Context: an optimization exercise on an open-source flow, tuned for small area and a short achievable clock period. The choices shown serve that exercise and are no tape-out recipe.
Function was checked by simulation only, so behaviour that the tests miss may differ from the original.
Power and IR drop assume default switching activity.

==> design.v <==
package step_pkg;
  localparam int STEP_AXES = 4;
endpackage
import step_pkg::*;
module step_axis
(
  input  logic        clk,
  input  logic        rst,
  input  logic [31:0] wd,        
  input  logic        wd_zero,   
  input  logic        wd_hi,     
  input  logic        we_per,
  input  logic        we_pul,
  input  logic        we_dir,
  input  logic        stop,
  input  logic        start,
  input  logic        start_n,
  output logic [1:0]  state,
  output logic [31:0] count,
  output logic [31:0] period,
  output logic [31:0] pulses,
  output logic        cfg_dir,
  output logic        step,
  output logic        dir,
  output logic        enable
);
  function automatic logic [31:0] inc32(input logic [31:0] a);
    logic [7:0] ga;
    logic [7:0] ci;
    for (int j = 0; j < 8; j++)
      ga[j] = &a[4*j +: 4];
    ci[0] = 1'b1;
    for (int j = 1; j < 8; j++)
      ci[j] = ci[j-1] & ga[j-1];
    for (int j = 0; j < 8; j++)
    begin
      inc32[4*j]   = a[4*j]   ^ ci[j];
      inc32[4*j+1] = a[4*j+1] ^ (ci[j] & a[4*j]);
      inc32[4*j+2] = a[4*j+2] ^ (ci[j] & a[4*j] & a[4*j+1]);
      inc32[4*j+3] = a[4*j+3] ^ (ci[j] & a[4*j] & a[4*j+1] & a[4*j+2]);
    end
  endfunction
  function automatic logic ge32(input logic [31:0] a, input logic [31:0] b);
    logic [7:0] gt;
    logic [7:0] eq;
    logic       r;
    for (int j = 0; j < 8; j++)
    begin
      gt[j] = (a[4*j +: 4] > b[4*j +: 4]);
      eq[j] = (a[4*j +: 4] == b[4*j +: 4]);
    end
    r = 1'b1;
    for (int j = 0; j < 8; j++)
      r = gt[j] | (eq[j] & r);
    ge32 = r;
  endfunction
  logic        s_free;    
  logic        s_cnt;     
  logic [31:0] timer;
  logic        per_hi;    
  logic        pul_zero;  
  logic        last;      
  logic        step_q;
  logic        idle;
  logic        entry;
  logic        go_free;
  logic        go_cnt;
  logic [31:0] period_d;
  logic [31:0] pulses_d;
  logic        per_hi_d;
  logic [31:0] t_inc;
  logic [31:0] c_inc;
  logic        t_run;     
  logic        t_eq;
  assign idle  = ~(s_free | s_cnt);
  assign entry = idle & (start | start_n);
  assign go_free = (idle & start) | (s_free & ~stop);
  assign go_cnt  = (idle & ~start & start_n) |
                   (s_cnt & ~stop & ~pul_zero & ~(step_q & last));
  assign enable = go_free | go_cnt;
  assign step   = step_q;
  logic per_w, per_k, pul_w, pul_k;
  assign per_w = ~rst & we_per;
  assign per_k = ~rst & ~we_per;
  assign pul_w = ~rst & we_pul;
  assign pul_k = ~rst & ~we_pul;
  assign period_d = ({32{per_w}} & wd) | ({32{per_k}} & period);
  assign pulses_d = ({32{pul_w}} & wd) | ({32{pul_k}} & pulses);
  assign per_hi_d = (per_w & wd_hi) | (per_k & per_hi);
  assign t_inc = inc32(timer);
  assign c_inc = inc32(count);
  assign t_run = ~rst & ~step_q & ((s_free & ~stop) | (s_cnt & ~stop & ~pul_zero));
  assign t_eq = (t_inc[31:2] == period_d[31:2]) &
                (t_inc[1] == (period_d[1] | ~per_hi_d)) &
                (t_inc[0] == (period_d[0] & per_hi_d));
  logic cnt_s, cnt_k;
  assign cnt_s = ~(rst | entry) & step_q;
  assign cnt_k = ~(rst | entry) & ~step_q;
  always_ff @(posedge clk)
  begin
    period   <= period_d;
    pulses   <= pulses_d;
    per_hi   <= per_hi_d;
    pul_zero <= rst | (we_pul ? wd_zero : pul_zero);
    cfg_dir  <= ~rst & (we_dir ? wd[0] : cfg_dir);
    s_free   <= ~rst & go_free;
    s_cnt    <= ~rst & go_cnt;
    step_q   <= t_run & t_eq;
    last     <= ge32(c_inc, pulses_d);
    if (idle)
      timer <= 32'd0;
    else if (step_q)
      timer <= 32'd1;
    else
      timer <= t_inc;
    count    <= ({32{cnt_s}} & c_inc) | ({32{cnt_k}} & count);
    if (rst)
      dir <= 1'b0;
    else if (entry)
      dir <= cfg_dir;
  end
  assign state = {s_cnt, s_free};
endmodule
import step_pkg::*;
module step_top
(
  input  logic                      clk,
  input  logic                      rst,
  input  logic [7:0]                address,
  input  logic [31:0]               writedata,
  input  logic                      write,
  input  logic                      read,
  output logic [31:0]               readdata,
  output logic [4-1:0] step,
  output logic [4-1:0] dir,
  output logic [4-1:0] enable
);
  logic [3:0] page;
  logic [3:0] off;
  logic       axis_ok;
  logic       off_ok;
  logic       wd_zero;
  logic       wd_hi;
  logic       wr_err;
  logic [2:0] cmd_q;    
  logic [1:0] cmd_ax;
  logic [3:0][1:0]  st;
  logic [3:0][31:0] cnt;
  logic [3:0][31:0] per;
  logic [3:0][31:0] pul;
  logic [3:0]       cdir;
  assign page    = address[7:4];
  assign off     = address[3:0];
  assign axis_ok = (page[3:2] == 2'b00);
  assign off_ok  = (off == 4'd0) || (off == 4'd5) ||
                   (off == 4'd6) || (off == 4'd7);
  assign wd_hi   = |writedata[31:1];
  assign wd_zero = ~wd_hi & ~writedata[0];
  always_ff @(posedge clk)
  begin
    wr_err <= ~rst & (wr_err | (write & ~(axis_ok & off_ok)));
    cmd_q  <= (~rst & write & axis_ok & (off == 4'd0)) ?
              {writedata[1], writedata[2], writedata[0]} : 3'b000;
    cmd_ax <= page[1:0];
  end
  for (genvar i = 0; i < 4; i++)
  begin : g_axis
    logic sel;
    logic wsel;
    assign sel  = (cmd_ax == 2'(i));
    assign wsel = write & (page == 4'(i));
    step_axis u_axis
    (
      .clk     (clk),
      .rst     (rst),
      .wd      (writedata),
      .wd_zero (wd_zero),
      .wd_hi   (wd_hi),
      .we_per  (wsel & (off == 4'd5)),
      .we_pul  (wsel & (off == 4'd6)),
      .we_dir  (wsel & (off == 4'd7)),
      .stop    (cmd_q[0] & sel),
      .start   (cmd_q[2] & sel),
      .start_n (cmd_q[1] & sel),
      .state   (st[i]),
      .count   (cnt[i]),
      .period  (per[i]),
      .pulses  (pul[i]),
      .cfg_dir (cdir[i]),
      .step    (step[i]),
      .dir     (dir[i]),
      .enable  (enable[i])
    );
  end
  logic        rd_go;
  logic        rd_hold;
  logic        sel_err;
  logic [3:0]  sel_st, sel_cnt, sel_per, sel_pul, sel_dir;
  logic [31:0] rd_d;
  assign rd_go   = ~rst & read & ~write;
  assign rd_hold = ~rst & ~(read & ~write);
  assign sel_err = rd_go & (page == 4'd15) & (off == 4'd0);
  always_comb
  begin
    rd_d = ({32{rd_hold}} & readdata) | {31'd0, sel_err & wr_err};
    for (int i = 0; i < 4; i++)
    begin
      sel_st[i]  = rd_go & (page == 4'(i)) & (off == 4'd2);
      sel_cnt[i] = rd_go & (page == 4'(i)) & (off == 4'd4);
      sel_per[i] = rd_go & (page == 4'(i)) & (off == 4'd5);
      sel_pul[i] = rd_go & (page == 4'(i)) & (off == 4'd6);
      sel_dir[i] = rd_go & (page == 4'(i)) & (off == 4'd7);
      rd_d = rd_d | ({32{sel_cnt[i]}} & cnt[i]) | ({32{sel_per[i]}} & per[i]) |
                    ({32{sel_pul[i]}} & pul[i]) | {30'd0, {2{sel_st[i]}} & st[i]} |
                    {31'd0, sel_dir[i] & cdir[i]};
    end
  end
  always_ff @(posedge clk)
    readdata <= rd_d;
endmodule
==> run.sh <==
#!/bin/bash
# synth_recipe.tcl (not shown) runs the flow's synth.tcl, then flattens the netlist and writes it again
# the make line also repeats each setting of config.mk as NAME=value (left out here)
make -C /OpenROAD-flow-scripts/flow DESIGN_CONFIG=/design/flow/config.mk WORK_HOME=/design/flow/orfs CLKGATE_MAP_FILE= SYNTH_SCRIPT=/design/flow/synth_recipe.tcl finish
==> config.mk <==
export PLATFORM = sky130hd
export DESIGN_NAME = step_top
export DESIGN_NICKNAME = step_top
export VERILOG_FILES = /design/flow/design.v
export SDC_FILE = /design/flow/constraint.sdc
export NUM_CORES = 4
export LEC_CHECK = 0
export CAP_MARGIN = 20
export CORE_MARGIN = 2
export CORE_UTILIZATION = 40
export SETUP_SLACK_MARGIN = 4.0
export SLEW_MARGIN = 20
==> constraint.sdc <==
create_clock -name core_clock -period 7.0 [get_ports {clk}]
set_input_delay 1.4000 -clock core_clock [delete_from_list [all_inputs] [get_ports {clk}]]
set_output_delay 1.4000 -clock core_clock [all_outputs]
set_load 0.01 [all_outputs]
==> results.json, run 1 <==
{
  "tns_ns": 0,
  "fin_total_pwr_mw": 7.374,
  "fmax_mhz": 260.6,
  "drcViolationCount": 0,
  "maxSlewViolCount": 0,
  "required_ns": 7.49,
  "wl_met2_mm": 56.74,
  "drive_gt1_share_pct": 21.61,
  "yosys_warnings": 2,
  "power_density_nw_per_um2": 197.0,
  "antenna_found_initial": 6,
  "rows": 98,
  "drt-pass1-iter-count": 8,
  "synth_adder_area_share_pct": 13.55,
  "cts.sinks": 582,
  "clock_latency_ns": 0.63,
  "fin_crit_ns": 3.837,
  "synthCells": 3001,
  "dpl.hpwl_mm": 91.24,
  "synth.mux.area_fraction_pct": 1.390,
  "cap_violations": 0,
  "multiInputGateArea_um2": 17310,
  "finalSetupViolations": 0,
  "ys_seq_elements": 582,
  "clock-skew-final_ns": 0.03054,
  "min_path_type": "flop to flop",
  "synth_edf_count": 0,
  "path_cells": "buf_8, or3b_4, buf_8, nor2_4, a21oi_4, buf_12, buf_6, a22o_1, ha_1, nand4_1, buf_4, a211oi_4, a211oi_4, o31ai_2, a21oi_1",
  "worstPathArrival_ns": 4.33,
  "status": "complete, no violations",
  "register_area_um2": 11730,
  "clockBufferDepth": 3,
  "wl_met1_mm": 48.67,
  "start_kind": "input port",
  "dr_wl_met3_mm": 14.30,
  "critPathSlowestCell": "or3b_4",
  "cts_root_buffer": "clkbuf_16",
  "portBuffers": 87,
  "die-area_um2": 74190,
  "hold_buffers": 0,
  "synth_top_family_by_area": "compound AO/OA/AOI/OAI gates",
  "async_flop_share_pct": 0,
  "slowest_delay_ns": 0.47,
  "synth_compound_area_share_pct": 21.99,
  "area_growth_pct": 29.89,
  "dr_total_vias": 27330,
  "synthesis.area_um2": 28810,
  "tightest_slew_ns": 1.078,
  "die_w_um": 272.4,
  "drt_iter0_markers": 3450,
  "netlist-cell-type-count": 87,
  "synth_area_per_cell_um2": 9.601,
  "design.portCount": 88,
  "leakage_nw": 16.51,
  "finalCritPeriodShare_pct": 54.81,
  "grt_use_total_pct": 34.16,
  "overflow": 0,
  "synth_xor_area_share_pct": 3.830,
  "ir_drop_uv": 129.0,
  "yosys.area_share.simple_pct": 13.33,
  "ys_seq_area_share_pct": 40.44,
  "routed_wirelength_mm": 131.4,
  "syn-num-nets": 3357,
  "grt_pass1_vias": 26320,
  "cts_htree_levels": 3,
  "top_layer_used": "met5",
  "grt_max_degree": 50,
  "ant_nets": 0,
  "hold_viol_final": 0,
  "avgViaCountPerCell": 6.421,
  "worstSetupPathType": "input port to flop",
  "slew_headroom_pct": 28.15,
  "die_y_um": 272.4,
  "start_util_pct": 40.37,
  "ys.flop_type": "dfxtp_1",
  "worstPathMaxFanout": 6,
  "place.gp.congestion": 0.9816,
  "avgRoutedWirePerCell_um": 30.86,
  "grt_pass1_wl_mm": 184.5,
  "final_nets": 3609,
  "end_kind": "flop",
  "core-area_um2": 71360,
  "rsz0062_at_grt": "yes",
  "cts_tree": "done",
  "fillers": 6372,
  "cts_buffers": 68,
  "clk_pin_slew_ns": 0.06
}
## worst paths after layout
check	endpoint	from	cells past startpoint	slack [ns]
setup reg to reg	g_axis[1].u_axis.last$_DFF_P_	g_axis[1].u_axis.count[0]$_DFF_P_	14	3.35
hold / removal	g_axis[1].u_axis.pul_zero$_DFF_P_	g_axis[1].u_axis.pul_zero$_DFF_P_	2	0.45
hold reg to reg	g_axis[1].u_axis.pul_zero$_DFF_P_	g_axis[1].u_axis.pul_zero$_DFF_P_	2	0.45
setup / recovery	g_axis[2].u_axis.last$_DFF_P_	address[7]	15	3.16
## state kept, by name, summed over array words and instances, names as in the netlist, 32 cells and up
signal,cells
g_axis.u_axis.period,128
g_axis.u_axis.pulses,128
readdata,32
g_axis.u_axis.timer,128
g_axis.u_axis.count,128
## where the power goes
| part | internal [mW] | total [mW] | leakage (nW) | switching, mW |
|---|---|---|---|---|
| registers | 3.31 | 3.32 | 4.70 | 0.00606 |
| logic | 0.114 | 0.336 | 10.7 | 0.222 |
| clock network | 2.20 | 3.72 | 1.13 | 1.52 |
## synth_stat cells (22+ instances only)
master      n  share of area, %
nor2b_1    32              0.69
nand2_1   181               2.4
clkbuf_1  136               1.8
buf_2      23              0.40
xor2_1     68               2.1
inv_1     193               2.5
nand3_1    54              0.94
a22oi_1    76               2.0
a222oi_1   37               1.3
nand2b_1   33              0.72
dfxtp_1   582                40
nor2_1    143               1.9
nor4_1     35              0.76
xnor2_1    58               1.8
a21o_1     27              0.70
ha_1      312                14
a22o_1    303               9.2
buf_1      22              0.29
a21oi_1   119               2.1
mux2i_1    31               1.1
nor3_1     53              0.92
and2_1     77               1.7
a221oi_1   70               2.1
o21ai_0    58               1.0
nand4_1    75               1.6
## cell usage in the layout (no fill, tap or decap), drive strengths merged, types with 68 or more instances in the layout
cell / instances
xor2: 68
buf: 294
nand4: 75
nand2: 182
a221oi: 71
a22o: 304
inv: 193
and2: 78
a22oi: 76
a21oi: 125
clkbuf: 106
dfxtp: 582
nor2: 144
ha: 312
## metrics by stage
stage / cell area, µm² / worst slack, ns / utilization, % / cells / hold slack, ns
after floorplan: 29260 / 2.860 / - / 3001 / 0.4204
after global placement: 30880 / 1.268 / 43.28 / 3919 / 0.4343
after detailed placement: 30890 / 1.221 / 43.28 / 3919 / 0.4396
after CTS: 36100 / 3.282 / 50.59 / 4191 / 0.4466
after global routing: 37420 / 3.097 / 52.43 / 4254 / 0.4806
final: 37420 / 3.163 / 52.44 / 4257 / 0.4472
## layer usage
layer  up-vias  GRT usage (%)
met2      1694          52.69
li1      11700              -
met3       524          9.319
met4         4          25.14
met5         -              0
met1     13410          40.79
## critical path: cells and delay by family
kind | cells | cell delay, ns
AO/OA/AOI/OAI | 6 | 1.05
adder cells (fa/ha/maj) | 1 | 0.30
AND/OR/NAND/NOR | 3 | 0.81
buffers and inverters | 5 | 0.76
## logic make-up (layout without fill, tap and decap cells)
logic type / Yosys count / in the layout
AOI/OAI and AO/OA: 808 / 808
adders and majority gates: 312 / 312
xor gates and xnor gates: 126 / 126
DFF: 582 / 582
other: 0 / 3
muxes: 38 / 38
buffers and inverters: 392 / 694
and+or+nand+nor: 743 / 744
## timing repair
action / 4_1_cts / 5_1_grt
setup buffers: 134 / 60
cloned: 17 / 3
pin swaps: 98 / 115
setup endpoints to repair: 342 / 46
gates resized for setup: 382 / 164
## final cells by class
cell class | count | share of cell area [%]
Multi-Input combinational cell | 2028 | 46.26
Sequential cell | 582 | 31.33
Timing Repair Buffer | 380 | 11.13
Clock buffer | 102 | 5.567
Tap cell | 950 | 3.176
Inverter | 193 | 1.946
Clock inverter | 19 | 0.5684
Antenna cell | 3 | 0.02006
==> run 2: changes to the inputs <==
--- a/config.mk
+++ b/config.mk
@@ -9,4 +9,4 @@
 export CORE_MARGIN = 2
 export CORE_UTILIZATION = 40
-export SETUP_SLACK_MARGIN = 4.0
+export SETUP_SLACK_MARGIN = 3.5
 export SLEW_MARGIN = 20
==> run 2 against run 1 <==
  * Critical path depth shrank 1
  * Register-to-register slack lost 0.17 ns
  * Flip-flop and latch count unchanged
  * First-iteration DRC count increased by 5.4%
  * Synthesized cell count stayed put
  * Worst hold slack better by 0.0020 ns
  * Sequential share of layout area rose by 1.8 points
  * Global-route usage is essentially flat
  * Non-clock buffer count fell by 92
  * Clock power about the same
  * Sequential power about the same
  * Critical path type unchanged
  * Critical endpoint unchanged
  * Largest cell class unchanged
  * Highest routed layer unchanged
==> results.json, run 2 <==
{
  "ant_nets": 0,
  "timing.hold.ws_ns": 0.4492,
  "hold_depth": 2,
  "min_path_type": "flop to flop",
  "multiInputGateArea_um2": 16610,
  "ff2ff_setup_slack_ns": 3.18,
  "start_kind": "input port",
  "drcViolationCount": 0,
  "synth_top_family_by_area": "compound AO/OA/AOI/OAI gates",
  "status": "complete, no violations",
  "reg2reg_depth": 13,
  "fmax_mhz": 257.0,
  "routed_wirelength_mm": 130.0,
  "portBuffers": 87,
  "start_util_pct": 40.37,
  "fillers": 6538,
  "yosys_warnings": 2,
  "synth.mux.area_fraction_pct": 1.390,
  "required_ns": 7.49,
  "maxSlewViolCount": 0,
  "synthTopCellsByArea": "dfxtp_1 (40%), ha_1 (14%), a22o_1 (9.2%)",
  "slew_headroom_pct": 29.01,
  "fin_crit_ns": 3.891,
  "rows": 98,
  "syn-num-nets": 3357,
  "ys.flop_type": "dfxtp_1",
  "placed_cell_area_um2": 30900,
  "drt_iter0_markers": 3636,
  "clock_latency_ns": 0.63,
  "clk_pin_slew_ns": 0.06,
  "synth_compound_area_share_pct": 21.99,
  "synth_area_leader_cell": "dfxtp_1",
  "die-area_um2": 74190,
  "end_kind": "flop",
  "cts_tree": "done",
  "cts_buffers": 69,
  "finalSetupViolations": 0,
  "cap_violations": 0,
  "worstSetupPathType": "input port to flop",
  "die_y_um": 272.4,
  "critPathSlowestCell": "or3b_4",
  "register_area_um2": 11680,
  "area_growth_pct": 22.40,
  "tns_ns": 0,
  "drive_gt1_share_pct": 15.52,
  "overflow": 0,
  "hold_viol_final": 0,
  "cts_htree_levels": 3,
  "rr_startpoint": "g_axis[2].u_axis.count[0]$_DFF_P_",
  "power_density_nw_per_um2": 207.3,
  "async_flop_share_pct": 0,
  "drt-pass1-iter-count": 9,
  "stdcell_count": 4164,
  "netlist-cell-type-count": 87,
  "cts.sinks": 582,
  "die_w_um": 272.4,
  "rsz0062_at_grt": "yes",
  "worstPathArrival_ns": 4.38,
  "worstPathMaxFanout": 4,
  "grt_use_total_pct": 34.14,
  "dr_total_vias": 26680,
  "synth_area_per_cell_um2": 9.601,
  "dp.cells": 3928,
  "finalCritPeriodShare_pct": 55.58,
  "clock-skew-final_ns": 0.03396,
  "mostFrequentLayoutCell": "dfxtp_1",
  "hold_buffers": 0,
  "yosys.area_share.simple_pct": 13.33,
  "grt_pass1_vias": 25750,
  "avgRoutedWirePerCell_um": 31.22,
  "synthesis.area_um2": 28810,
  "ys_seq_area_share_pct": 40.44,
  "avgViaCountPerCell": 6.407,
  "path_cells": "buf_8, or3b_4, nor2_4, a21oi_4, buf_6, a22o_1, ha_1, nand2b_4, a21o_4, a21o_1, a2111oi_4, a211oi_4, o31ai_2, a21oi_1",
  "place.gp.congestion": 1.002,
  "synth_common_cells": "dfxtp_1 (582), ha_1 (312), a22o_1 (303)",
  "final_nets": 3518,
  "slowest_delay_ns": 0.45,
  "leakage_nw": 15.44,
  "grt_max_degree": 65,
  "synth_top_area_share_pct": 40.44,
  "design.portCount": 88,
  "ys_seq_elements": 582,
  "crit_start": "address[6]",
  "core-area_um2": 71360,
  "clockBufferDepth": 3,
  "dpl.hpwl_mm": 94.32,
  "yosysMostFrequentCell": "dfxtp_1",
  "synth_xor_area_share_pct": 3.830,
  "stdcell_area_um2": 35270,
  "cts_root_buffer": "clkbuf_16",
  "grt_pass1_wl_mm": 183.2,
  "tightest_slew_ns": 1.058,
  "synth_adder_area_share_pct": 13.55,
  "ir_drop_uv": 168.5,
  "crit_end": "g_axis[2].u_axis.last$_DFF_P_",
  "r2r-end": "g_axis[2].u_axis.last$_DFF_P_",
  "layout_common_cells": "dfxtp_1 (569), ha_1 (304), a22o_1 (298)",
  "antenna_found_initial": 14,
  "synth_edf_count": 0,
  "synthCells": 3001
}
[run 2: worst min path at each step]
stage,from,end
finish,g_axis[1].u_axis.pul_zero$_DFF_P_,g_axis[1].u_axis.pul_zero$_DFF_P_
global route,g_axis[1].u_axis.pul_zero$_DFF_P_,g_axis[1].u_axis.pul_zero$_DFF_P_
CTS,g_axis[1].u_axis.pul_zero$_DFF_P_,g_axis[1].u_axis.pul_zero$_DFF_P_
detailed placement,g_axis[1].u_axis.pul_zero$_DFF_P_,g_axis[1].u_axis.pul_zero$_DFF_P_
global placement,g_axis[1].u_axis.pul_zero$_DFF_P_,g_axis[1].u_axis.pul_zero$_DFF_P_
floorplan,g_axis[1].u_axis.pul_zero$_DFF_P_,g_axis[1].u_axis.pul_zero$_DFF_P_
[run 2: logic make-up after synthesis]
family	Yosys count
AOI/OAI and AO/OA	808
and+or+nand+nor	743
DFF	582
buffers and inverters	392
adders and majority gates	312
xor gates and xnor gates	126
muxes	38
[run 2: timing repair]
item / in CTS / in global routing
gates cloned: 4 / 0
pin swaps: 61 / 55
setup endpoints to repair: 175 / 40
buffers inserted: 76 / 33
gates resized for setup: 196 / 82
[run 2: where the power goes]
part | switching, mW | total (mW) | internal (mW)
Combinational | 0.211 | 0.299 | 0.0873
Sequential | 0.00659 | 3.32 | 3.31
Clock | 1.48 | 3.69 | 2.21
[run 2: cell type report]
type | count | area share, %
clock buffers | 98 | 5.694
flip-flops and latches | 582 | 33.12
well taps | 950 | 3.370
diodes | 6 | 0.04257
repair buffers | 288 | 7.869
multi-input cells | 2028 | 47.11
clock inverters | 19 | 0.7380
inverters | 193 | 2.054
[run 2: per-layer routing]
| metal | wire (µm) | track usage (%) | vias up |
|---|---|---|---|
| met5 | 73 | 0 | - |
| met4 | 11110 | 23.83 | 12 |
| met3 | 14230 | 9.803 | 514 |
| met2 | 54900 | 51.39 | 1654 |
| met1 | 49680 | 41.99 | 13010 |
| li1 | - | - | 11490 |
[run 2: critical path, delay by kind of cell]
kind / cells / cell delay (ns)
adder cells (fa/ha/maj): 1 / 0.28
AND/OR/NAND/NOR: 3 / 0.77
AO/OA/AOI/OAI: 8 / 1.67
buffers and inverters: 2 / 0.24
[run 2: stage by stage]
stage                     setup WS, ns  power, mW  utilization (%)
after floorplan                  2.860      3.497                -
after global placement           1.228      3.632            43.29
after detailed placement         1.173      3.632            43.30
after CTS                        3.172      7.301            48.40
after global routing             3.062      7.446            49.40
final                            3.109      7.310            49.42
==> run 3: changes to the inputs <==
--- a/config.mk
+++ b/config.mk
@@ -6,4 +6,5 @@
 export NUM_CORES = 4
 export LEC_CHECK = 0
+export ABC_AREA = 1
 export CAP_MARGIN = 20
 export CORE_MARGIN = 2
==> run 3 against run 2 <==
  * Still clean on timing, DRC and antenna
  * Worst hold slack gained 0.0064 ns
  * Clock power shrank 2%
  * Clock-buffer cell count shrank 1
  * Die area grew 5.0%
  * Clock skew shrank 0.010 ns
==> results.json, run 3 <==
{
  "tightest_slew_ns": 0.9101,
  "synth_top_area_share_pct": 38.48,
  "register_area_um2": 11660,
  "ys_seq_area_share_pct": 38.48,
  "grt_pass1_wl_mm": 180.8,
  "use_met3_pct": 6.426,
  "fin_crit_ns": 3.504,
  "synthCells": 4035,
  "ys_seq_elements": 582,
  "critPathSlowestCell": "dfxtp_4",
  "ys.flop_type": "dfxtp_1",
  "ant_nets": 0,
  "stdcell_count": 5166,
  "die_y_um": 279.1,
  "place.gp.congestion": 1.034,
  "path_cells": "buf_4, nor2_4, nand2_2, nand3b_1, a21oi_1, a41o_1, inv_2, nand2_2, buf_2",
  "drt_iter0_markers": 3528,
  "fmax_mhz": 285.4,
  "crit_family": "simple AND/OR/NAND/NOR gates",
  "synth_edf_count": 0,
  "slowest_delay_ns": 0.39,
  "timing.critical_path.buf_inv": 3,
  "met2_usage_pct": 47.09,
  "power_density_nw_per_um2": 202.7,
  "drt-pass1-iter-count": 9,
  "die-area_um2": 77910,
  "ir_drop_uv": 171.3,
  "synth_area_per_cell_um2": 7.504,
  "dp.cells": 4963,
  "synth.mux.area_fraction_pct": 0,
  "yosysMostFrequentCell": "nand2_1",
  "clk_pin_slew_ns": 0.06,
  "cts_htree_levels": 3,
  "cts.sinks": 582,
  "synth_area_leader_cell": "dfxtp_1",
  "async_flop_share_pct": 0,
  "synth_common_cells": "nand2_1 (787), inv_1 (623), dfxtp_1 (582)",
  "avgViaCountPerCell": 5.621,
  "antennaDiodeCount": 0,
  "syn-num-nets": 4391,
  "synth_compound_area_share_pct": 13.99,
  "hold_viol_final": 0,
  "start_util_pct": 40.54,
  "mostFrequentLayoutCell": "nand2_1",
  "finalSetupViolations": 0,
  "synth_top_family_by_area": "simple AND/OR/NAND/NOR gates",
  "synthTopCellsByArea": "dfxtp_1 (38%), ha_1 (13%), nand2_1 (9.8%)",
  "hold_buffers": 0,
  "worstSetupPathType": "flop to output port",
  "dpl.hpwl_mm": 95.81,
  "overflow": 0,
  "worstPathArrival_ns": 2.10,
  "cp_common_cell": "nand2_2",
  "synthesis.area_um2": 30280,
  "clockBufferDepth": 3,
  "synth_xor_area_share_pct": 1.909,
  "tns_ns": 0,
  "clock_latency_ns": 0.62,
  "start_kind": "flop",
  "cts_root_buffer": "clkbuf_16",
  "dr_total_vias": 29040,
  "grt_pass1_vias": 26450,
  "avgRoutedWirePerCell_um": 24.87,
  "portBuffers": 87,
  "area_growth_pct": 18.21,
  "routed_wirelength_mm": 128.5,
  "leakage_nw": 15.61,
  "netlist-cell-type-count": 47,
  "grt_max_degree": 81,
  "grt.met1_usage_pct": 43.38,
  "yosys_warnings": 2,
  "die_w_um": 279.1,
  "end_kind": "output port",
  "clock-skew-final_ns": 0.02381,
  "grt_use_total_pct": 31.89,
  "fillers": 7404,
  "grt-busiest-layer": "met2",
  "finalCritPeriodShare_pct": 50.06,
  "drive_gt1_share_pct": 10.48,
  "fin_util_pct": 47.92,
  "drcViolationCount": 0,
  "multiInputGateArea_um2": 16290,
  "synth_adder_area_share_pct": 12.89,
  "yosys.area_share.simple_pct": 22.43,
  "layout_common_cells": "nand2_1 (764), inv_1 (597), dfxtp_1 (577)",
  "cts_buffers": 68,
  "design.portCount": 88,
  "cts_tree": "done",
  "cap_violations": 0,
  "required_ns": 5.60,
  "final_nets": 4506,
  "status": "complete, no violations",
  "rows": 100,
  "core-area_um2": 74700,
  "rsz0062_at_grt": "yes",
  "maxSlewViolCount": 0,
  "min_path_type": "flop to flop",
  "worstPathMaxFanout": 4,
  "antenna_found_initial": 6,
  "slew_headroom_pct": 39.32
}
run 3: cell count changes after synthesis, sizes merged, moves of 193 or more:
cell / change
nand2: +607
o22ai: +201
inv: +448
nand3: +244
nor2: +193
a22o: -304
run 3: cell type report:
class,count,share of cell area (%)
tap,969,3.387
clock buffer,97,5.425
inverter,642,7.075
timing repair buffer,189,5.072
timing repair inverter,9,0.1993
sequential,582,32.59
clock inverter,20,0.7411
multi-input combinational,2658,45.51
run 3: per-layer routing:
| layer | part of all wire (%) | up-vias |
|---|---|---|
| li1 | - | 13670 |
| met1 | 42 | 13530 |
| met2 | 41 | 1476 |
| met3 | 10 | 349 |
| met4 | 7.0 | 10 |
| met5 | 0.052 | - |
run 3: tightest hold or removal path, stage by stage, from the launching register on:
cell,delay [ns]
dfxtp_1,0.31
inv_1,0.05
a21oi_1,0.05
run 3: report_power, final:
part	switching [mW]	total, mW	internal [mW]
Clock	1.48	3.63	2.15
Combinational	0.228	0.302	0.0743
Sequential	0.00526	3.32	3.31
run 3: kinds of logic (layout without fill, tap and decap cells):
group,Yosys count,after routing
AO/OA/AOI/OAI,701,701
XOR/XNOR,66,66
adder cells (fa/ha/maj),312,312
buffers and inverters,797,957
flip-flops,582,582
AND/OR/NAND/NOR,1577,1579
run 3: final timing paths:
path                                      from                                 to  slack, ns  depth (start not counted)
max                          cmd_ax[1]$_DFF_P_                          enable[0]       3.50                          9
min          g_axis[2].u_axis.dir$_SDFFE_PP0P_  g_axis[2].u_axis.dir$_SDFFE_PP0P_       0.46                          2
max reg2reg  g_axis[2].u_axis.count[0]$_DFF_P_      g_axis[2].u_axis.last$_DFF_P_       3.53                         16
min reg2reg  g_axis[2].u_axis.dir$_SDFFE_PP0P_  g_axis[2].u_axis.dir$_SDFFE_PP0P_       0.46                          2
run 3: per-stage QoR:
stage          hold slack (ns)  total power [mW]  cell area, µm²  setup WS, ns
4_1_cts                 0.4586             7.243           35180         3.451
2_1_floorplan           0.4234             3.484           30400         3.466
5_1_grt                 0.4821             7.401           35790         3.397
3_3_place_gp            0.4398             3.622           31970         1.847
3_5_place_dp            0.4452             3.621           31970         1.817
6_report                0.4556             7.253           35790         3.496
run 3: repair_timing:
item / CTS / global route
setup endpoints to repair: 102 / 33
pin swaps: 15 / 28
cloned: 9 / 7
gates resized for setup: 167 / 113
endpoints found under the hold margin: 0 / 0
setup buffers: 42 / 28
==> run 4: changes to the inputs <==
==> flow/run.sh (new file) <==
#!/bin/bash
# The standard layout, with plain buffers (not delay cells) on the ports so that
# repair can size them; every port still gets its buffer as in the standard flow.
set -euo pipefail
cd "$(dirname "$0")/.."
bash standard.sh "BUFFER_PORTS_ARGS=-buffer_cell sky130_fd_sc_hd__buf_2" finish > make_finish.log 2>&1
==> standard.sh (new file) <==
#!/bin/bash
# synth_recipe.tcl (not shown) runs the flow's synth.tcl, then flattens the netlist and writes it again
# the make line also repeats each setting of config.mk as NAME=value (left out here)
make -C /OpenROAD-flow-scripts/flow DESIGN_CONFIG=/design/flow/config.mk WORK_HOME=/design/flow/orfs CLKGATE_MAP_FILE= SYNTH_SCRIPT=/design/flow/synth_recipe.tcl "${@:-finish}"
--- a/config.mk
+++ b/config.mk
@@ -10,4 +10,7 @@
 export CORE_MARGIN = 2
 export CORE_UTILIZATION = 40
-export SETUP_SLACK_MARGIN = 3.5
+export CTS_CLUSTER_DIAMETER = 100
+export CTS_CLUSTER_SIZE = 20
+export SETUP_SLACK_MARGIN = 4.0
 export SLEW_MARGIN = 20
+export TNS_END_PERCENT = 0
removed: run.sh
==> run 4 against run 3 <==
  * Clock power decreased by 39%
  * Cell count decreased by 2.0%
  * Power decreased by 20%
  * Design area decreased by 5.5%
  * Clock skew up 0.014 ns
  * Highest routed layer unchanged
==> results.json, run 4 <==
{
  "status": "complete, no violations",
  "worstPathMaxFanout": 6,
  "synthCells": 4035,
  "portBuffers": 87,
  "routed_wirelength_mm": 126.5,
  "path_cells": "clkbuf_4, nor2_4, nand3_4, nor2_4, nor2_4, clkinvlp_4, buf_12, clkbuf_16, o22ai_2, inv_1, ha_4, a21oi_4, nand3_2, nand2_1, nand3b_1, nand2_1, nand2_1, nand2_2, nand2_1, nand2_1, a21oi_1",
  "rows": 100,
  "synth_edf_count": 0,
  "layout_common_cells": "nand2_1 (770), inv_1 (610), dfxtp_1 (574)",
  "grt_use_total_pct": 31.37,
  "start_util_pct": 40.54,
  "clockBufferDepth": 3,
  "slowest_delay_ns": 0.30,
  "p_comb_share_pct": 4.5,
  "critPathSlowestCell": "nor2_4",
  "crit_family": "simple AND/OR/NAND/NOR gates",
  "dp_slack_ns": 2.307,
  "design.portCount": 88,
  "die_w_um": 279.1,
  "core-area_um2": 74700,
  "drt_iter0_markers": 3389,
  "synth_common_cells": "nand2_1 (787), inv_1 (623), dfxtp_1 (582)",
  "avgViaCountPerCell": 5.664,
  "pwr-share-clk_pct": 38.3,
  "mostFrequentLayoutCell": "nand2_1",
  "ant_nets": 0,
  "maxSlewViolCount": 0,
  "synth_area_per_cell_um2": 7.504,
  "overflow": 0,
  "leakage_nw": 14.90,
  "share_seq_of_total_power_pct": 57.2,
  "antenna_found_initial": 4,
  "synthTopCellsByArea": "dfxtp_1 (38%), ha_1 (13%), nand2_1 (9.8%)",
  "stdcell_count": 5063,
  "timing.critical_path.buf_inv": 5,
  "die-area_um2": 77910,
  "end_kind": "flop",
  "cts_tree": "done",
  "dr_total_vias": 28680,
  "cp_common_cell": "nand2_1",
  "grt_pass1_wl_mm": 177.5,
  "fmax_mhz": 290.3,
  "tightest_slew_ns": 1.015,
  "drive_gt1_share_pct": 9.658,
  "grt_pass1_vias": 25870,
  "setup_slack_ns": 3.556,
  "rsz0062_at_grt": "yes",
  "final_nets": 4442,
  "ys_seq_area_share_pct": 38.48,
  "cts_root_buffer": "clkbuf_16",
  "ir_drop_uv": 177.9,
  "start_kind": "input port",
  "slew_headroom_pct": 32.16,
  "finalSetupViolations": 0,
  "die_y_um": 279.1,
  "required_ns": 7.49,
  "timing.hold.ws_ns": 0.4567,
  "cap_violations": 0,
  "drt-pass1-iter-count": 8,
  "stdcell_area_um2": 33830,
  "min_path_type": "flop to flop",
  "yosysMostFrequentCell": "nand2_1",
  "fillers": 7559,
  "area_growth_pct": 11.73,
  "synthesis.area_um2": 30280,
  "avgRoutedWirePerCell_um": 24.98,
  "syn-num-nets": 4391,
  "netlist-cell-type-count": 47,
  "async_flop_share_pct": 0,
  "clk_pin_slew_ns": 0.09,
  "p_int_mw": 4.320,
  "drcViolationCount": 0,
  "cts.sinks": 582,
  "cts_buffers": 36,
  "ys.flop_type": "dfxtp_1",
  "synth_top_area_share_pct": 38.48,
  "dp.cells": 4962,
  "fin_crit_ns": 3.444,
  "worstSetupPathType": "input port to flop",
  "synth_area_leader_cell": "dfxtp_1",
  "placed_cell_area_um2": 31520,
  "netSwitchingFraction_pct": 25.49,
  "tns_ns": 0,
  "hold_viol_final": 0,
  "finalCritPeriodShare_pct": 49.20,
  "ys_seq_elements": 582,
  "switching_power_mw": 1.478,
  "worstPathArrival_ns": 3.94,
  "place.gp.congestion": 1.047,
  "cts_htree_levels": 2,
  "clock-skew-final_ns": 0.03781,
  "yosys_warnings": 2,
  "dpl.hpwl_mm": 95.91,
  "clock_latency_ns": 0.61,
  "grt_max_degree": 75,
  "power_density_nw_per_um2": 171.4
}
## run 4: cell counts after synthesis
Identical to the previous run, type by type.
## run 4: per-layer routing
| metal | vias to the layer above | wire, µm | GRT usage [%] |
|---|---|---|---|
| li1 | 13520 | - | - |
| met1 | 13410 | 53100 | 42.47 |
| met2 | 1415 | 51700 | 45.66 |
| met3 | 333 | 12230 | 6.142 |
| met4 | 6 | 9394 | 19.58 |
| met5 | - | 38 | 0 |
## run 4: power by group through the flow
stage          clock network, mW  logic [mW]  registers, mW
2_1_floorplan                  0      0.0935           3.39
3_3_place_gp                   0       0.214           3.39
3_5_place_dp                   0       0.214           3.39
4_1_cts                     2.24       0.232           3.32
5_1_grt                     2.33       0.259           3.32
6_report                    2.22       0.260           3.32
## run 4: worst paths after layout
check | from | endpoint | slack, ns | cells past startpoint
hold reg to reg | g_axis[3].u_axis.dir$_SDFFE_PP0P_ | g_axis[3].u_axis.dir$_SDFFE_PP0P_ | 0.46 | 2
hold / removal | g_axis[3].u_axis.dir$_SDFFE_PP0P_ | g_axis[3].u_axis.dir$_SDFFE_PP0P_ | 0.46 | 2
setup / recovery | address[3] | g_axis[1].u_axis.last$_DFF_P_ | 3.56 | 21
setup reg to reg | g_axis[1].u_axis.count[0]$_DFF_P_ | g_axis[1].u_axis.last$_DFF_P_ | 3.63 | 18
## run 4: worst min-delay path: stages, from the launching register on
cell and delay [ns]:
dfxtp_1 0.32, inv_1 0.05, a21oi_1 0.05
## run 4: cells by family (layout without fill, tap and decap cells)
logic type / Yosys count / after routing / share of synthesized area, %
and+or+nand+nor: 1577 / 1583 / 22.43
other: 0 / 4 / 0
xor gates and xnor gates: 66 / 66 / 1.909
AOI/OAI and AO/OA: 701 / 701 / 13.99
adders and majority gates: 312 / 312 / 12.89
buffers and inverters: 797 / 846 / 10.30
DFF: 582 / 582 / 38.48
## run 4: what timing repair did
action,in CTS,in global routing
pin swaps,13,19
gates resized for setup,126,64
cloned,8,2
hold buffers,0,0
buffers inserted,29,16
endpoints found under the setup margin,83,50
## run 4: area by class of cell
type	instances	area (µm²)	share of cell area, %
Clock inverter	5	48.80	0.1442
Timing Repair Buffer	159	1161	3.432
Multi-Input combinational cell	2662	16320	48.24
Timing Repair inverter	3	22.52	0.06657
Sequential cell	582	11670	34.48
Inverter	642	2465	7.286
Clock buffer	37	925.9	2.737
Antenna cell	4	10.01	0.02959
Tap cell	969	1212	3.584
## run 4: metrics by stage
stage	util, %	total power, mW
6_report	45.29	5.798
3_3_place_gp	42.19	3.608
4_1_cts	44.64	5.784
2_1_floorplan	-	3.484
5_1_grt	45.28	5.905
3_5_place_dp	42.19	3.607
==> run 5: changes to the inputs <==
--- a/design.v
+++ b/design.v
@@ -13,7 +13,7 @@
   input  logic        we_pul,
   input  logic        we_dir,
-  input  logic        stop,
-  input  logic        start,
-  input  logic        start_n,
+  input  logic        stop,      
+  input  logic        go,        
+  input  logic        go_free,   
   output logic [1:0]  state,
   output logic [31:0] count,
@@ -64,6 +64,6 @@
   logic        idle;
   logic        entry;
-  logic        go_free;
-  logic        go_cnt;
+  logic        nx_free;
+  logic        nx_cnt;
   logic [31:0] period_d;
   logic [31:0] pulses_d;
@@ -74,9 +74,9 @@
   logic        t_eq;
   assign idle  = ~(s_free | s_cnt);
-  assign entry = idle & (start | start_n);
-  assign go_free = (idle & start) | (s_free & ~stop);
-  assign go_cnt  = (idle & ~start & start_n) |
+  assign entry = idle & go;
+  assign nx_free = (entry & go_free) | (s_free & ~stop);
+  assign nx_cnt  = (entry & ~go_free) |
                    (s_cnt & ~stop & ~pul_zero & ~(step_q & last));
-  assign enable = go_free | go_cnt;
+  assign enable = nx_free | nx_cnt;
   assign step   = step_q;
   logic per_w, per_k, pul_w, pul_k;
@@ -104,6 +104,6 @@
     pul_zero <= rst | (we_pul ? wd_zero : pul_zero);
     cfg_dir  <= ~rst & (we_dir ? wd[0] : cfg_dir);
-    s_free   <= ~rst & go_free;
-    s_cnt    <= ~rst & go_cnt;
+    s_free   <= ~rst & nx_free;
+    s_cnt    <= ~rst & nx_cnt;
     step_q   <= t_run & t_eq;
     last     <= ge32(c_inc, pulses_d);
@@ -143,6 +143,7 @@
   logic       wd_hi;
   logic       wr_err;
-  logic [2:0] cmd_q;    
-  logic [1:0] cmd_ax;
+  logic [3:0] c_stop;
+  logic [3:0] c_go;       
+  logic       c_free;     
   logic [3:0][1:0]  st;
   logic [3:0][31:0] cnt;
@@ -160,13 +161,15 @@
   begin
     wr_err <= ~rst & (wr_err | (write & ~(axis_ok & off_ok)));
-    cmd_q  <= (~rst & write & axis_ok & (off == 4'd0)) ?
-              {writedata[1], writedata[2], writedata[0]} : 3'b000;
-    cmd_ax <= page[1:0];
+    c_free <= writedata[1];
+    for (int i = 0; i < 4; i++)
+    begin
+      c_stop[i] <= ~rst & write & (page == 4'(i)) & (off == 4'd0) & writedata[0];
+      c_go[i]   <= ~rst & write & (page == 4'(i)) & (off == 4'd0) &
+                   (writedata[1] | writedata[2]);
+    end
   end
   for (genvar i = 0; i < 4; i++)
   begin : g_axis
-    logic sel;
     logic wsel;
-    assign sel  = (cmd_ax == 2'(i));
     assign wsel = write & (page == 4'(i));
     step_axis u_axis
@@ -180,7 +183,7 @@
       .we_pul  (wsel & (off == 4'd6)),
       .we_dir  (wsel & (off == 4'd7)),
-      .stop    (cmd_q[0] & sel),
-      .start   (cmd_q[2] & sel),
-      .start_n (cmd_q[1] & sel),
+      .stop    (c_stop[i]),
+      .go      (c_go[i]),
+      .go_free (c_free),
       .state   (st[i]),
       .count   (cnt[i]),
--- a/config.mk
+++ b/config.mk
@@ -9,5 +9,5 @@
 export CAP_MARGIN = 20
 export CORE_MARGIN = 2
-export CORE_UTILIZATION = 40
+export CORE_UTILIZATION = 60
 export CTS_CLUSTER_DIAMETER = 100
 export CTS_CLUSTER_SIZE = 20
==> run 5 against run 4 <==
  * Fmax fell by 3.0%
  * Combinational power grew 18%
  * Register-to-register slack worse by 0.08 ns
  * Design area about the same
==> results.json, run 5 <==
{
  "status": "complete, no violations",
  "synthesis.area_um2": 30120,
  "start_util_pct": 60.41,
  "setup_slack_ns": 3.448,
  "grt-busiest-layer": "met2",
  "netSwitchingFraction_pct": 24.82,
  "ys.flop_type": "dfxtp_1",
  "netlist-cell-type-count": 46,
  "p_comb_share_pct": 5.3,
  "stdcell_count": 4753,
  "synth_common_cells": "nand2_1 (799), inv_1 (615), dfxtp_1 (586)",
  "worstPathMaxFanout": 25,
  "end_kind": "flop",
  "dp.cells": 4635,
  "grt_max_degree": 54,
  "drt_iter0_markers": 4041,
  "fmax_mhz": 281.5,
  "tightest_slew_ns": 1.260,
  "synth_area_per_cell_um2": 7.540,
  "synth_edf_count": 0,
  "final_nets": 4430,
  "fin_crit_ns": 3.552,
  "die-area_um2": 52010,
  "cts_buffers": 35,
  "antenna_found_initial": 7,
  "place.gp.congestion": 1.017,
  "worstSetupPathType": "input port to flop",
  "use_met3_pct": 15.68,
  "tns_ns": 0,
  "grt_pass1_wl_mm": 182.7,
  "cts.sinks": 586,
  "synth_area_leader_cell": "dfxtp_1",
  "async_flop_share_pct": 0,
  "avgViaCountPerCell": 6.385,
  "met2_usage_pct": 68.13,
  "layout_common_cells": "nand2_1 (770), inv_1 (595), dfxtp_1 (579)",
  "clockBufferDepth": 3,
  "ir_drop_uv": 188.6,
  "finalSetupViolations": 0,
  "drt-pass1-iter-count": 6,
  "rr_startpoint": "g_axis[1].u_axis.count[5]$_DFF_P_",
  "die_y_um": 228.1,
  "portBuffers": 87,
  "yosys_warnings": 2,
  "dpl.hpwl_mm": 93.02,
  "ff2ff_setup_slack_ns": 3.55,
  "rows": 82,
  "ant_nets": 0,
  "area_growth_pct": 12.28,
  "fin_util_pct": 67.83,
  "drcViolationCount": 0,
  "reg2reg_depth": 18,
  "grt_use_total_pct": 47.31,
  "share_seq_of_total_power_pct": 57.4,
  "ys_seq_area_share_pct": 38.95,
  "maxSlewViolCount": 0,
  "p_int_mw": 4.381,
  "pwr-share-clk_pct": 37.3,
  "mostFrequentLayoutCell": "nand2_1",
  "synthCells": 3995,
  "crit_start": "address[6]",
  "cts_tree": "done",
  "grt.met1_usage_pct": 59.82,
  "design.portCount": 88,
  "required_ns": 7.54,
  "r2r-end": "g_axis[1].u_axis.last$_DFF_P_",
  "syn-num-nets": 4351,
  "dp_slack_ns": 1.896,
  "drive_gt1_share_pct": 10.20,
  "clk_pin_slew_ns": 0.09,
  "slew_headroom_pct": 15.31,
  "cts_root_buffer": "clkbuf_16",
  "cap_violations": 0,
  "leakage_nw": 15.07,
  "synthTopCellsByArea": "dfxtp_1 (39%), ha_1 (13%), nand2_1 (10%)",
  "ys_seq_elements": 586,
  "start_kind": "input port",
  "clock_latency_ns": 0.59,
  "switching_power_mw": 1.447,
  "finalCritPeriodShare_pct": 50.75,
  "avgRoutedWirePerCell_um": 26.76,
  "min_path_type": "flop to flop",
  "rsz0062_at_grt": "yes",
  "yosysMostFrequentCell": "nand2_1",
  "grt_pass1_vias": 28600,
  "cts_htree_levels": 2,
  "crit_end": "readdata[7]$_DFF_P_",
  "die_w_um": 228.1,
  "worstPathArrival_ns": 4.09,
  "synth_top_area_share_pct": 38.95,
  "power_density_nw_per_um2": 172.3,
  "routed_wirelength_mm": 127.2,
  "core-area_um2": 49860,
  "overflow": 0,
  "clock-skew-final_ns": 0.02343,
  "dr_total_vias": 30350,
  "hold_viol_final": 0
}
## run 5: power groups by stage
stage	combinational [mW]	sequential [mW]	clock, mW
after floorplan	0.0982	3.42	0
after global placement	0.220	3.42	0
after detailed placement	0.223	3.42	0
after CTS	0.274	3.35	2.16
after global routing	0.303	3.35	2.27
final	0.308	3.35	2.17
## run 5: repair_timing
item	CTS	global route
pin swaps	31	33
gates cloned	13	2
endpoints found under the setup margin	142	81
gates resized for setup	145	73
hold buffers	0	0
setup buffers	43	16
## run 5: routing by layer
layer / up-vias / part of all wire, %
li1: 13470 / -
met1: 14130 / 36
met2: 2204 / 40
met3: 542 / 15
met4: 6 / 8.6
met5: - / 0.031
## run 5: cell type report
cell class,count,area (µm²)
Clock buffer,39,953.4
Multi-Input combinational cell,2644,16380
Clock inverter,1,11.26
Sequential cell,586,11750
Inverter,622,2390
Antenna cell,4,10.01
Tap cell,672,840.8
Timing Repair Buffer,181,1453
Timing Repair inverter,4,31.28
Fill cell,4277,16040
## run 5: worst max-delay path, cell delays in order
cell      delay (ns)
buf_2           0.12
nor2_4          0.22
buf_4           0.17
nand2_2         0.08
nor2_1          0.44
inv_1           0.16
nor2_2          0.12
buf_4           0.34
inv_1           0.28
o211ai_1        0.45
nor3b_1         0.17
nand3_1         0.11
## run 5: cell families after synthesis
logic type | after synthesis | share of synthesized area [%]
AND/OR/NAND/NOR | 1596 | 22.58
buffers and inverters | 770 | 9.932
AO/OA/AOI/OAI | 664 | 13.63
flip-flops | 586 | 38.95
adder cells (fa/ha/maj) | 312 | 12.96
XOR/XNOR | 67 | 1.948
## run 5: worst min path at each step
stage / to / cells past startpoint / startpoint
after global placement: g_axis[3].u_axis.pul_zero$_DFF_P_ / 2 / g_axis[3].u_axis.pul_zero$_DFF_P_
after CTS: g_axis[1].u_axis.pul_zero$_DFF_P_ / 2 / g_axis[1].u_axis.pul_zero$_DFF_P_
after floorplan: g_axis[0].u_axis.pul_zero$_DFF_P_ / 2 / g_axis[0].u_axis.pul_zero$_DFF_P_
after detailed placement: g_axis[1].u_axis.pul_zero$_DFF_P_ / 2 / g_axis[1].u_axis.pul_zero$_DFF_P_
after global routing: g_axis[3].u_axis.count[0]$_DFF_P_ / 1 / g_axis[3].u_axis.count[0]$_DFF_P_
final: g_axis[3].u_axis.count[0]$_DFF_P_ / 1 / g_axis[3].u_axis.count[0]$_DFF_P_
## run 5: per-stage QoR
| step | instance area (µm²) | hold slack [ns] | power [mW] |
|---|---|---|---|
| after CTS | 33380 | 0.4678 | 5.776 |
| after global placement | 31070 | 0.4447 | 3.644 |
| final | 33820 | 0.4491 | 5.828 |
| after detailed placement | 31120 | 0.4529 | 3.647 |
| after global routing | 33810 | 0.4739 | 5.921 |
| after floorplan | 30320 | 0.4259 | 3.517 |
==> run 6: changes to the inputs <==
--- a/config.mk
+++ b/config.mk
@@ -9,5 +9,5 @@
 export CAP_MARGIN = 20
 export CORE_MARGIN = 2
-export CORE_UTILIZATION = 60
+export CORE_UTILIZATION = 47
 export CTS_CLUSTER_DIAMETER = 100
 export CTS_CLUSTER_SIZE = 20
==> run 6 against run 5 <==
  * Still clean
  * Sequential power about the same
  * Die area up 27%
  * Non-clock buffer count is 7 higher
  * Critical path depth is 11 higher
  * Critical endpoint is now g_axis[1].u_axis.last$_DFF_P_
  * Setup slack better by 0.027 ns
  * Clock-buffer cell count is the same
  * Fmax up 0.75%
  * Cell count is 3.8% higher
==> results.json, run 6 <==
{
  "dpl.hpwl_mm": 98.37,
  "grt_pass1_vias": 26790,
  "mostFrequentLayoutCell": "nand2_1",
  "reg2reg_depth": 17,
  "crit_start": "address[6]",
  "finalSetupViolations": 0,
  "cts_htree_levels": 2,
  "async_flop_share_pct": 0,
  "clockBufferDepth": 3,
  "die-area_um2": 66130,
  "clk_pin_slew_ns": 0.09,
  "status": "complete, no violations",
  "synth_area_leader_cell": "dfxtp_1",
  "fmax_mhz": 283.6,
  "ir_drop_uv": 143.1,
  "power_density_nw_per_um2": 171.6,
  "grt_pass1_wl_mm": 184.1,
  "hold_buffers": 0,
  "hp-start": "g_axis[2].u_axis.pul_zero$_DFF_P_",
  "cts.sinks": 586,
  "ys.flop_type": "dfxtp_1",
  "rsz0062_at_grt": "yes",
  "hold_depth": 2,
  "clock-skew-final_ns": 0.02647,
  "worstPathMaxFanout": 8,
  "avgViaCountPerCell": 5.941,
  "rr_startpoint": "g_axis[2].u_axis.count[0]$_DFF_P_",
  "place.gp.congestion": 1.075,
  "grt_max_degree": 46,
  "rows": 92,
  "synth_common_cells": "nand2_1 (799), inv_1 (615), dfxtp_1 (586)",
  "ff2ff_setup_slack_ns": 3.59,
  "cts_root_buffer": "clkbuf_16",
  "netlist-cell-type-count": 46,
  "synth_area_per_cell_um2": 7.540,
  "layout_common_cells": "nand2_1 (773), inv_1 (598), dfxtp_1 (580)",
  "ys_seq_elements": 586,
  "core-area_um2": 63200,
  "antenna_found_initial": 7,
  "tightest_slew_ns": 1.131,
  "cts_buffers": 35,
  "synth_top_area_share_pct": 38.95,
  "yosysMostFrequentCell": "nand2_1",
  "maxSlewViolCount": 0,
  "worstSetupPathType": "input port to flop",
  "avgRoutedWirePerCell_um": 26.68,
  "yosys_warnings": 2,
  "die_y_um": 257.2,
  "crit_end": "g_axis[1].u_axis.last$_DFF_P_",
  "drt-pass1-iter-count": 7,
  "drt_iter0_markers": 3812,
  "finalCritPeriodShare_pct": 50.37,
  "ant_nets": 0,
  "grt-busiest-layer": "met2",
  "syn-num-nets": 4351,
  "grt_use_total_pct": 38.23,
  "r2r-end": "g_axis[2].u_axis.last$_DFF_P_",
  "cts_tree": "done",
  "fin_crit_ns": 3.526,
  "ys_seq_area_share_pct": 38.95,
  "die_w_um": 257.2,
  "slew_headroom_pct": 24.53,
  "synthCells": 3995,
  "clock_latency_ns": 0.62,
  "required_ns": 7.50,
  "synthesis.area_um2": 30120,
  "synthTopCellsByArea": "dfxtp_1 (39%), ha_1 (13%), nand2_1 (10%)",
  "met2_usage_pct": 55.62,
  "cap_violations": 0,
  "design.portCount": 88,
  "dp.cells": 4807,
  "portBuffers": 87,
  "routed_wirelength_mm": 131.7,
  "drive_gt1_share_pct": 10.65,
  "hold_viol_final": 0,
  "drcViolationCount": 0,
  "start_util_pct": 47.66,
  "overflow": 0,
  "min_path_type": "flop to flop",
  "end_kind": "flop",
  "dr_total_vias": 29320,
  "final_nets": 4437,
  "worstPathArrival_ns": 4.02,
  "tns_ns": 0,
  "leakage_nw": 15.18,
  "synth_edf_count": 0,
  "stdcell_count": 4935,
  "use_met3_pct": 9.614,
  "start_kind": "input port",
  "area_growth_pct": 13.58,
  "grt.met1_usage_pct": 51.57
}
-- run 6: cell counts after synthesis --
Identical to the previous run, type by type.
-- run 6: how the worst min path moves through the flow --
stage                                                    to  slack [ns]
final                     g_axis[2].u_axis.pul_zero$_DFF_P_        0.46
after global placement    g_axis[2].u_axis.pul_zero$_DFF_P_        0.44
after detailed placement  g_axis[2].u_axis.pul_zero$_DFF_P_        0.44
after floorplan           g_axis[0].u_axis.pul_zero$_DFF_P_        0.43
after CTS                 g_axis[3].u_axis.pul_zero$_DFF_P_        0.46
after global routing      g_axis[3].u_axis.pul_zero$_DFF_P_        0.48
-- run 6: worst max-delay path, stage by stage --
cell        delay [ns]
buf_8             0.10
nor2_4            0.19
nand3_4           0.14
nor2_4            0.13
inv_2             0.07
nor2_4            0.12
nor2_4            0.05
clkinvlp_4        0.15
buf_8             0.16
buf_4             0.12
o22ai_2           0.06
inv_1             0.08
ha_1              0.25
inv_1             0.07
nor2_1            0.05
o21bai_1          0.30
a31oi_4           0.15
nand2_1           0.11
nand2_1           0.07
nand2_2           0.07
nand2_1           0.06
nand2_1           0.07
a21oi_2           0.06
-- run 6: kinds of logic after synthesis --
kind of cell	count (synthesis)	share of synthesized area, %
AO/OA/AOI/OAI	664	13.63
XOR/XNOR	67	1.948
adder cells (fa/ha/maj)	312	12.96
buffers and inverters	770	9.932
flip-flops	586	38.95
AND/OR/NAND/NOR	1596	22.58
-- run 6: power breakdown --
part / switching (mW) / total, mW / internal [mW]
Sequential: 0.0112 / 3.35 / 3.34
Clock: 1.24 / 2.21 / 0.972
Combinational: 0.235 / 0.312 / 0.0772
-- run 6: per-layer routing --
metal | vias up | wire [µm]
met5 | - | 31
met4 | 6 | 9321
met3 | 421 | 15950
met2 | 1786 | 53320
met1 | 13640 | 53040
li1 | 13470 | -
-- run 6: cell type report --
cell class,count,area [µm²]
Clock buffer,39,953.4
Sequential cell,586,11750
Multi-Input combinational cell,2644,16490
Clock inverter,2,15.01
Tap cell,846,1059
Antenna cell,4,10.01
Timing Repair Buffer,188,1513
Inverter,622,2392
Timing Repair inverter,4,32.53
Fill cell,6155,28980
-- run 6: repair_timing --
item                                    4_1_cts  5_1_grt
pin swaps                                    29       49
hold endpoints to repair                      0        0
endpoints found under the setup margin      163       63
gates cloned                                  6        6
resized for setup                           141      110
buffers inserted                             43       28
-- run 6: per-stage QoR --
stage	hold WS (ns)	utilization (%)	instance area (µm²)	total power, mW	worst slack [ns]
floorplan	0.4259	-	30320	3.517	3.493
global placement	0.4354	49.53	31300	3.653	1.784
detailed placement	0.4405	49.56	31320	3.653	1.865
CTS	0.4559	52.84	33390	5.829	3.607
global route	0.4751	54.12	34200	5.980	3.413
finish	0.4552	54.14	34210	5.872	3.474
==> run 7: changes to the inputs <==
--- a/config.mk
+++ b/config.mk
@@ -9,5 +9,5 @@
 export CAP_MARGIN = 20
 export CORE_MARGIN = 2
-export CORE_UTILIZATION = 47
+export CORE_UTILIZATION = 40
 export CTS_CLUSTER_DIAMETER = 100
 export CTS_CLUSTER_SIZE = 20
==> run 7 against run 6 <==
  * Critical path type unchanged
  * Critical endpoint is now readdata[0]$_DFF_P_
  * Highest routed layer unchanged
  * First-iteration DRC count decreased by 4.4%
  * Register-to-register slack improved by 0.18 ns
  * Still clean on timing, DRC and antenna
  * Design area decreased by 0.37%
  * Critical path depth decreased by 11
  * Fmax increased by 5.1%
==> results.json, run 7 <==
{
  "drcViolationCount": 0,
  "fillers": 7629,
  "grt_max_degree": 59,
  "placed_cell_area_um2": 31560,
  "grt_use_total_pct": 33.02,
  "stdcell_count": 5062,
  "rr_startpoint": "g_axis[3].u_axis.count[0]$_DFF_P_",
  "mostFrequentLayoutCell": "nand2_1",
  "clock_latency_ns": 0.62,
  "ant_nets": 0,
  "avgViaCountPerCell": 5.792,
  "routed_wirelength_mm": 130.6,
  "yosysMostFrequentCell": "nand2_1",
  "synth_area_leader_cell": "dfxtp_1",
  "register_area_um2": 11750,
  "worstSetupPathType": "input port to flop",
  "dp.cells": 4945,
  "synth_area_per_cell_um2": 7.540,
  "synth_top_area_share_pct": 38.95,
  "ys_seq_area_share_pct": 38.95,
  "synthesis.area_um2": 30120,
  "async_flop_share_pct": 0,
  "dpl.hpwl_mm": 97.72,
  "reg2reg_depth": 17,
  "cts_buffers": 35,
  "synth_common_cells": "nand2_1 (799), inv_1 (615), dfxtp_1 (586)",
  "power_density_nw_per_um2": 171.2,
  "hp-start": "g_axis[3].u_axis.timer[0]$_SDFF_PN0_",
  "hold_viol_final": 0,
  "finalSetupViolations": 0,
  "die_w_um": 278.4,
  "drt-pass1-iter-count": 8,
  "start_kind": "input port",
  "required_ns": 7.48,
  "start_util_pct": 40.46,
  "grt_pass1_wl_mm": 185.8,
  "dp_slack_ns": 2.086,
  "cts_tree": "done",
  "status": "complete, no violations",
  "clockBufferDepth": 3,
  "synth_edf_count": 0,
  "fin_crit_ns": 3.355,
  "fin_total_pwr_mw": 5.834,
  "netlist-cell-type-count": 46,
  "place.gp.congestion": 1.038,
  "rsz0062_at_grt": "yes",
  "syn-num-nets": 4351,
  "min_path_type": "flop to flop",
  "clk_pin_slew_ns": 0.09,
  "portBuffers": 87,
  "drive_gt1_share_pct": 9.995,
  "avgRoutedWirePerCell_um": 25.81,
  "maxSlewViolCount": 0,
  "end_kind": "flop",
  "r2r-end": "g_axis[3].u_axis.last$_DFF_P_",
  "synthCells": 3995,
  "cts.sinks": 586,
  "ff2ff_setup_slack_ns": 3.77,
  "layout_common_cells": "nand2_1 (777), inv_1 (593), dfxtp_1 (579)",
  "yosys_warnings": 2,
  "final_nets": 4442,
  "stdcell_area_um2": 34080,
  "synthTopCellsByArea": "dfxtp_1 (39%), ha_1 (13%), nand2_1 (10%)",
  "design.portCount": 88,
  "overflow": 0,
  "multiInputGateArea_um2": 16230,
  "worstPathArrival_ns": 3.84,
  "dr_total_vias": 29320,
  "tns_ns": 0,
  "tightest_slew_ns": 1.055,
  "grt_pass1_vias": 27310,
  "leakage_nw": 15.08,
  "core-area_um2": 74450,
  "ys_seq_elements": 586,
  "cap_violations": 0,
  "cts_htree_levels": 2,
  "ir_drop_uv": 197.7,
  "die-area_um2": 77510,
  "cts_root_buffer": "clkbuf_16",
  "area_growth_pct": 13.16,
  "setup_slack_ns": 3.645,
  "fmax_mhz": 298.1,
  "slew_headroom_pct": 29.47,
  "ys.flop_type": "dfxtp_1",
  "clock-skew-final_ns": 0.04236,
  "finalCritPeriodShare_pct": 47.92,
  "hold_depth": 1,
  "drt_iter0_markers": 3645,
  "rows": 100,
  "antenna_found_initial": 3,
  "holdPathEnd": "g_axis[3].u_axis.timer[0]$_SDFF_PN0_",
  "worstPathMaxFanout": 34,
  "die_y_um": 278.4
}
[run 7: cell count changes in the layout (fill, tap and decap cells not counted), moves of 5 or more]
cell / change
buf_4: +14
a221oi_1: -6
buf_6: -12
o22ai_2: -21
a221oi_2: +6
nand3_2: -5
buf_2: +6
nand3_1: +7
inv_1: -5
o22ai_4: -5
o22ai_1: +26
[run 7: kinds of logic (layout without fill, tap and decap cells)]
| kind of cell | after synthesis | count (layout) | synth area share, % |
|---|---|---|---|
| AO/OA/AOI/OAI | 664 | 664 | 13.63 |
| XOR/XNOR | 67 | 67 | 1.948 |
| adder cells (fa/ha/maj) | 312 | 312 | 12.96 |
| buffers and inverters | 770 | 861 | 9.932 |
| flip-flops | 586 | 586 | 38.95 |
| other | 0 | 1 | 0 |
| AND/OR/NAND/NOR | 1596 | 1602 | 22.58 |
[run 7: per-stage QoR]
stage	hold slack, ns	util (%)
floorplan	0.4259	-
global placement	0.4637	42.39
detailed placement	0.4721	42.39
CTS	0.4682	45.46
global route	0.4968	45.78
finish	0.4783	45.78
[run 7: how the worst max path moves through the flow]
| stage | from | end | slack (ns) | depth (start not counted) |
|---|---|---|---|---|
| 3_5_place_dp | rst | g_axis[0].u_axis.last$_DFF_P_ | 2.09 | 17 |
| 4_1_cts | address[7] | g_axis[2].u_axis.last$_DFF_P_ | 3.80 | 19 |
| 3_3_place_gp | rst | g_axis[0].u_axis.last$_DFF_P_ | 2.14 | 20 |
| 5_1_grt | g_axis[2].u_axis.timer[0]$_SDFF_PN0_ | g_axis[2].u_axis.step_q$_DFF_P_ | 3.54 | 19 |
| 6_report | rst | readdata[0]$_DFF_P_ | 3.65 | 12 |
| 2_1_floorplan | address[6] | g_axis[1].u_axis.last$_DFF_P_ | 3.49 | 21 |
[run 7: per-layer routing]
layer  GRT usage, %  part of all wire (%)  vias to the layer above
met1          43.84                    40                    13820
met2          49.25                    42                     1676
met4          18.28                   6.4                        4
met5              0                 0.015                        -
li1               -                     -                    13490
met3          7.765                    12                      334
[run 7: what timing repair did]
item | 4_1_cts | 5_1_grt
resized for setup | 163 | 42
hold buffers | 0 | 0
buffers inserted | 57 | 3
gates cloned | 12 | 1
endpoints found under the setup margin | 126 | 68
pin swaps | 30 | 11
[run 7: layout make-up]
cell class                      instances  share of cell area (%)
Sequential cell                       586                   34.48
Timing Repair inverter                  3                 0.06608
Clock buffer                           39                   2.705
Multi-Input combinational cell       2645                   47.62
Inverter                              622                   7.122
Tap cell                              969                   3.557
Clock inverter                          4                  0.1138
Antenna cell                            1                0.007342
Timing Repair Buffer                  193                   4.328
[run 7: worst max-delay path: stages]
cell and delay (ns):
buf_2 0.16, clkinv_8 0.17, nand3_2 0.19, nor2_1 0.06, buf_4 0.18, nand2_1 0.08
buf_4 0.37, o22ai_1 0.18, a21oi_1 0.35, nand4_1 0.33, nor2_1 0.23, nand3_1 0.10
[run 7: power breakdown]
group | switching (mW) | internal, mW | leakage [nW]
logic | 0.235 | 0.0628 | 9.89
registers | 0.00855 | 3.34 | 4.72
clock network | 1.24 | 0.949 | 0.473

-- port drivers added, routing unchanged --
No port has a modelled driver above. Below, the same layouts with a new extraction and two added sets of constraints.
Step 1, drivers: a clkbuf_16 drives clk and a buf_2 each remaining input, both assumed.
Step 2 adds t to the input delays and takes it off the output delays; t is the mean of the earliest and latest rising clock arrival at the registers after step 1. Input paths then give back, and output paths get back, about the clock's delay inside the block.
a / b / c = no drivers / after step 1 / after step 2; a / b = the first two.
run	t (ns)	setup WS [ns]	hold slack, ns	worst setup path at the end
run 1	0.679	3.163 / 3.185 / 2.506	0.447 / 0.447 / 0.447	input to register
run 2	0.679	3.109 / 3.138 / 2.459	0.449 / 0.449 / 0.449	input to register
run 3	0.673	3.496 / 3.434 / 2.864	0.456 / 0.456 / 0.456	input to register
run 4	0.659	3.556 / 3.515 / 2.856	0.457 / 0.457 / 0.457	input to register
run 5	0.643	3.448 / 3.487 / 2.844	0.449 / 0.449 / 0.449	input to register
run 6	0.671	3.474 / 3.491 / 2.819	0.455 / 0.455 / 0.455	input to register
run 7	0.659	3.645 / 3.631 / 3.025	0.478 / 0.478 / 0.478	input to register
After both steps every run listed still meets setup and hold. The setup slack of run 4, which loses most, moves by -0.041 ns with the drivers and by -0.700 ns with both steps.
